From an optimization exercise on the open Yosys and OpenROAD flow, aimed at small area and a short achievable clock period; shortcuts taken in it are not production practice. Where RTL was checked, it was by simulation tests only, not by an equivalence proof against the original.

// iir_biquad_filter
module iir_biquad_filter #(
  parameter int unsigned NB   = 10,
  parameter int unsigned NC   = 10,
  parameter int unsigned FRAC = 9
) (
  input  logic                 CLK,
  input  logic                 RST,
  input  logic signed [NB-1:0] DIN,
  input  logic                 VIN,
  input  logic                 COEF_WE,
  input  logic [2:0]           COEF_ADDR,
  input  logic signed [NC-1:0] COEF_DATA,
  input  logic                 COEF_COMMIT,
  input  logic                 FLUSH,
  input  logic                 BYPASS,
  input  logic                 CLR_SAT,
  output logic signed [NB-1:0] DOUT,
  output logic                 VOUT,
  output logic                 SAT
);
Settings: LEC_CHECK=0, ABC_AREA=1, CAP_MARGIN=20, CORE_MARGIN=2, CORE_UTILIZATION=40, SLEW_MARGIN=20, SYNTH_HIERARCHICAL=1, SYNTH_MINIMUM_KEEP_SIZE=0; clock period 11.0 ns.
run.sh (not shown) runs the stock make flow with config.mk's settings and CLKGATE_MAP_FILE= SYNTH_SCRIPT=/design/flow/synth_recipe.tcl, a recipe that flattens the netlist after the stock synthesis.
The baseline ran to the end with no violations.
==> next run, changes <==
- SETUP_SLACK_MARGIN: not set -> 4
Critical path depth grows by 3.
Sequential cell count is unchanged.
Setup slack gains 1.1 ns.
Routed wire length is higher by 4.4%.
Clock skew went up by 0.011 ns.
Global-route usage rises by 0.81 points.
Clock-buffer cell count stays the same.
Function was not checked in any run of this note: the RTL went through the layout flow alone.

* * *

red:
iir_biquad_filter, a different RTL version from the one above (not shown whole).
For scale: ~2000 cells after synthesis, about 200 flip-flops, ~43 I/O pins, ~19000 sq um of cells after synthesis.
clock: 11.0 ns
lec_check: 0
abc_area: 1
cap_margin: 20
core_margin: 2
core_utilization: 40
setup_slack_margin: 4.5
slew_margin: 20
synth_hierarchical: 1
synth_minimum_keep_size: 0
standard.sh (not shown) runs the stock make flow with config.mk's settings and CLKGATE_MAP_FILE= SYNTH_SCRIPT=/design/flow/synth_recipe.tcl, a recipe that flattens the netlist after the stock synthesis.
==> flow/flow/run.sh <==
#!/bin/bash
# Layout flow: the standard flow (standard.sh) with two changes: the
# ports are buffered with a plain buffer cell, and timing repair only resizes
# and swaps cells (no buffer insertion or gate cloning). Each step's full
# output goes to a log file of its own in the work folder.
set -euo pipefail
bash standard.sh synth > synth.log 2>&1
bash standard.sh "BUFFER_PORTS_ARGS=-buffer_cell sky130_fd_sc_hd__buf_2" \
  "SETUP_MOVE_SEQUENCE=unbuffer,sizeup,swap" finish > layout.log 2>&1
red went all the way through synthesis, placement and routing and the layout is clean on timing, DRC and antenna.
[inputs] blue vs red
# red
export LEC_CHECK = 0
export ABC_AREA = 1
export CAP_MARGIN = 20
export CORE_MARGIN = 2
export CORE_UTILIZATION = 40
export SETUP_SLACK_MARGIN = 4.5
export SLEW_MARGIN = 20
export SYNTH_HIERARCHICAL = 1
export SYNTH_MINIMUM_KEEP_SIZE = 0
create_clock -name core_clock -period 11.0 [get_ports {CLK}]
# blue
export LEC_CHECK = 0
export ABC_AREA = 1
export CAP_MARGIN = 20
export CORE_MARGIN = 2
export CORE_UTILIZATION = 40
export SETUP_SLACK_MARGIN = 4
export SLEW_MARGIN = 20
export SYNTH_HIERARCHICAL = 1
export SYNTH_MINIMUM_KEEP_SIZE = 0
create_clock -name core_clock -period 11.0 [get_ports {CLK}]
Results
- In summary, blue completed successfully, with a layout that passed the timing, DRC and antenna checks.
- Via count of the first global-routing pass (blue vs. red) increases slightly
- As far as number of standard cells after synthesis goes, red and blue are indistinguishable; the numbers are identical.
Here is what was changed in the inputs of green compared with blue.
# blue
export LEC_CHECK = 0
export ABC_AREA = 1
export CAP_MARGIN = 20
export CORE_MARGIN = 2
export CORE_UTILIZATION = 40
export SETUP_SLACK_MARGIN = 4
export SLEW_MARGIN = 20
export SYNTH_HIERARCHICAL = 1
export SYNTH_MINIMUM_KEEP_SIZE = 0
create_clock -name core_clock -period 11.0 [get_ports {CLK}]
# green
export LEC_CHECK = 0
export ABC_AREA = 1
export CAP_MARGIN = 20
export CORE_MARGIN = 2
export CORE_UTILIZATION = 40
export SETUP_SLACK_MARGIN = 3.5
export SLEW_MARGIN = 20
export SYNTH_HIERARCHICAL = 1
export SYNTH_MINIMUM_KEEP_SIZE = 0
create_clock -name core_clock -period 11.0 [get_ports {CLK}]
Results
The wire length per cell was comparable across green and blue. Xor/xnor cell area share of the yosys netlist: green vs blue identical. green vs. blue: setup slack dropped 0.31 ns, routed wire length barely changed, timing-limited maximum frequency dropped about 4.4%.
Relative to green, the following input files were edited for orange:
# green
export LEC_CHECK = 0
export ABC_AREA = 1
export CAP_MARGIN = 20
export CORE_MARGIN = 2
export CORE_UTILIZATION = 40
export SETUP_SLACK_MARGIN = 3.5
export SLEW_MARGIN = 20
export SYNTH_HIERARCHICAL = 1
export SYNTH_MINIMUM_KEEP_SIZE = 0
create_clock -name core_clock -period 11.0 [get_ports {CLK}]
# orange
export LEC_CHECK = 0
export ABC_AREA = 1
export CAP_MARGIN = 20
export CORE_MARGIN = 2
export CORE_UTILIZATION = 40
export PLACE_DENSITY = 0.75
export SETUP_SLACK_MARGIN = 4.2
export SLEW_MARGIN = 20
export SYNTH_HIERARCHICAL = 1
export SYNTH_MINIMUM_KEEP_SIZE = 0
create_clock -name core_clock -period 11.0 [get_ports {CLK}]
Notes after the runs:
From green to orange the numbers moved as follows: final setup slack of the worst path higher; global-route usage moved down.
[compare] base=green new=orange: amount of wire on met3 after detailed routing now sits lower, multi-input logic portion of the cell area now sits higher, headroom to the max-slew limit now sits higher.
The vias after detailed routing on green is in line with that on orange.
Compared to green, the routing of orange uses less wire.
Of green and orange, the lower wire length of the first global-routing pass belongs to orange.
Between green and orange, the shortest clock period the worst path allows after layout is lower for orange.
Compared with green, orange supports a higher clock frequency.
No functional check of the RTL was part of any run of this note.

* * *

Setup of run A:
iir_biquad_filter, a different RTL version from the one above (not shown whole).
For scale: about 200 flip-flops, ~43 I/O pins.
==> flow/design.v (excerpt) <==
module iir_biquad_filter #(
  parameter int unsigned NB   = 10,
  parameter int unsigned NC   = 10,
  parameter int unsigned FRAC = 9
) (
  input  logic                 CLK,
  input  logic                 RST,
  input  logic signed [NB-1:0] DIN,
  input  logic                 VIN,
  input  logic                 COEF_WE,
  input  logic [2:0]           COEF_ADDR,
  input  logic signed [NC-1:0] COEF_DATA,
  input  logic                 COEF_COMMIT,
  input  logic                 FLUSH,
  input  logic                 BYPASS,
  input  logic                 CLR_SAT,
  output logic signed [NB-1:0] DOUT,
  output logic                 VOUT,
  output logic                 SAT
);
  localparam int unsigned NCOEF = 5;
  logic [NC-1:0] shd_q [NCOEF];
  logic [NC-1:0] act_q [NCOEF];
  logic [NC-1:0] act_d [NCOEF];
  logic [14:0]   shd_enc [NCOEF];
  logic [14:0]   act_e_q [NCOEF];
  logic [14:0]   enc_d [NCOEF];
  logic [NB-1:0] x1_q, x2_q, y1_q, y2_q;
  logic [NB-1:0] x1_d, x2_d, y1_d, y2_d;
  logic [NB-1:0] dout_q;
  logic          vout_q, sat_q;
  logic [21:0]   pre_a_q, pre_b_q;
  logic [21:0]   pre_a_d, pre_b_d;
  logic [21:0]   acc_c;
  logic [NB-1:0] y_c;
  logic          clip_c;
  logic          filt_c;
  always_comb begin
    for (int i = 0; i < NCOEF; i++) act_d[i] = COEF_COMMIT ? shd_q[i] : act_q[i];
    for (int i = 0; i < NCOEF; i++) enc_d[i] = COEF_COMMIT ? shd_enc[i] : act_e_q[i];
    x1_d = x1_q;
    x2_d = x2_q;
    y1_d = y1_q;
    y2_d = y2_q;
    if (filt_c) begin
      x2_d = x1_q;
      x1_d = DIN;
      y2_d = y1_q;
      y1_d = y_c;
    end
    if (FLUSH) begin
      x1_d = '0;
      x2_d = '0;
      y1_d = '0;
      y2_d = '0;
    end
  end
  assign shd_enc[0][0] = shd_q[0][0] ^ 1'b0;
  assign shd_enc[0][1] = (shd_q[0][1] & ~shd_q[0][0] & ~1'b0) | (~shd_q[0][1] & shd_q[0][0] & 1'b0);
  assign shd_enc[0][2] = shd_q[0][1] & ~(shd_q[0][0] & 1'b0);
  ...
==> flow/config.mk <==
export PLATFORM = sky130hd
export DESIGN_NAME = iir_biquad_filter
export DESIGN_NICKNAME = iir_biquad_filter
export VERILOG_FILES = /design/flow/design.v
export SDC_FILE = /design/flow/constraint.sdc
export NUM_CORES = 4
export LEC_CHECK = 0
export ABC_AREA = 1
export CAP_MARGIN = 20
export CORE_MARGIN = 2
export CORE_UTILIZATION = 40
export SETUP_SLACK_MARGIN = 4.5
export SLEW_MARGIN = 20
export SYNTH_HIERARCHICAL = 1
export SYNTH_MINIMUM_KEEP_SIZE = 0
==> flow/constraint.sdc <==
create_clock -name core_clock -period 11.0 [get_ports {CLK}]
set_input_delay 2.2000 -clock core_clock [delete_from_list [all_inputs] [get_ports {CLK}]]
set_output_delay 2.2000 -clock core_clock [all_outputs]
set_load 0.01 [all_outputs]
==> flow/flow/run.sh <==
#!/bin/bash
# Layout flow: the standard flow (standard.sh) with two changes: the
# ports are buffered with a plain buffer cell, and timing repair only resizes
# and swaps cells and inserts buffers, but does not clone gates. Each step's full
# output goes to a log file of its own in the work folder.
set -euo pipefail
bash standard.sh synth > synth.log 2>&1
bash standard.sh "BUFFER_PORTS_ARGS=-buffer_cell sky130_fd_sc_hd__buf_2" \
  "SETUP_MOVE_SEQUENCE=unbuffer,sizeup,swap,buffer" finish > layout.log 2>&1
Input-level comparison between run B and run A:
- changing SETUP_SLACK_MARGIN from 4.5 to 4
Results
Run B reached the final stage; the timing, DRC and antenna checks on its layout passed.
Reported for run B and run A, hold path depth turned out identical to the last digit.
The end of the critical path comes out pre_b_q[10]$_DFF_PP0_ in one run and pre_b_q[11]$_DFF_PP0_ in the other, namely in run A and run B respectively.
Run B against run A: area used by multi-input combinational logic now sits lower; detailed-routing wirelength on met1 now sits lower; via count now sits at about the same level.
Layout cell share with drive strength beyond 1 in run B vs run A: down 5.9 points
Summary: with run A as the reference, number of buffers created by CTS in run B moved up by a few percent.
Time the final worst path needs with I/O delays and setup on run B is behind run A.
## Diff of input files: run C against run B
- PLACE_DENSITY newly set to 0.75
- SETUP_SLACK_MARGIN changed from 4 to 4.5
==> flow/flow/run.sh <==
#!/bin/bash
# Layout flow: the standard flow (standard.sh) with two changes: the
# ports are buffered with a plain buffer cell, and timing repair only resizes
# and swaps cells (no buffer insertion or gate cloning). Each step's full
# output goes to a log file of its own in the work folder.
set -euo pipefail
bash standard.sh synth > synth.log 2>&1
bash standard.sh "BUFFER_PORTS_ARGS=-buffer_cell sky130_fd_sc_hd__buf_2" \
  "SETUP_MOVE_SEQUENCE=unbuffer,sizeup,swap" finish > layout.log 2>&1
--- outcome ---
As far as share of synthesized registers carrying an async set or reset goes, run C and run B are indistinguishable; the numbers are identical.
On clock-pin slew on the worst setup and hold paths, run B tracks run C almost exactly.
When run C is set beside run B, its minimum clock period turns out to be 0.19 ns smaller.
Run C reports a higher worst slack on hold paths than run B does.
Relative to run B, the design area of run C is higher by about 1%.

[what the ideal ports hide]
No port has a modelled driver above. Below, the same layouts with a new extraction and two added sets of constraints.
Step 1 sets driving cells, clkbuf_16 on the clock port and buf_2 on the other inputs (assumed; they add their load-dependent delay and slew).
Step 2 adds t to the input delays and takes it off the output delays; t is the mean of the earliest and latest rising clock arrival at the registers after step 1. Input paths then give back, and output paths get back, about the clock's delay inside the block.
Three values: ideal, step 1, step 2; two values: the first two.
| run | t (ns) | slack for setup (ns) | worst setup path at the end | clock arrival spread, ns |
|---|---|---|---|---|
| the first run of note 1 | 0.502 | 2.805 / 2.829 / 2.327 | input to register | 0.018 / 0.018 |
| the second run of note 1 | 0.506 | 3.888 / 3.892 / 3.386 | input to register | 0.030 / 0.030 |
| red | 0.617 | 4.431 / 4.433 / 3.816 | input to register | 0.022 / 0.022 |
| blue | 0.617 | 4.193 / 4.225 / 3.608 | input to register | 0.030 / 0.030 |
| green | 0.617 | 3.881 / 3.914 / 3.297 | input to register | 0.033 / 0.032 |
| orange | 0.596 | 4.212 / 4.238 / 3.642 | input to register | 0.020 / 0.020 |
| run A | 0.595 | 4.532 / 4.563 / 3.969 | input to register | 0.025 / 0.025 |
| run B | 0.585 | 4.249 / 4.274 / 3.689 | input to register | 0.014 / 0.015 |
| run C | 0.593 | 4.435 / 4.437 / 3.844 | input to register | 0.039 / 0.039 |
After both steps every run listed still meets setup and hold. The setup slack of red, which loses most, moves by +0.002 ns with the drivers and by -0.615 ns with both steps.
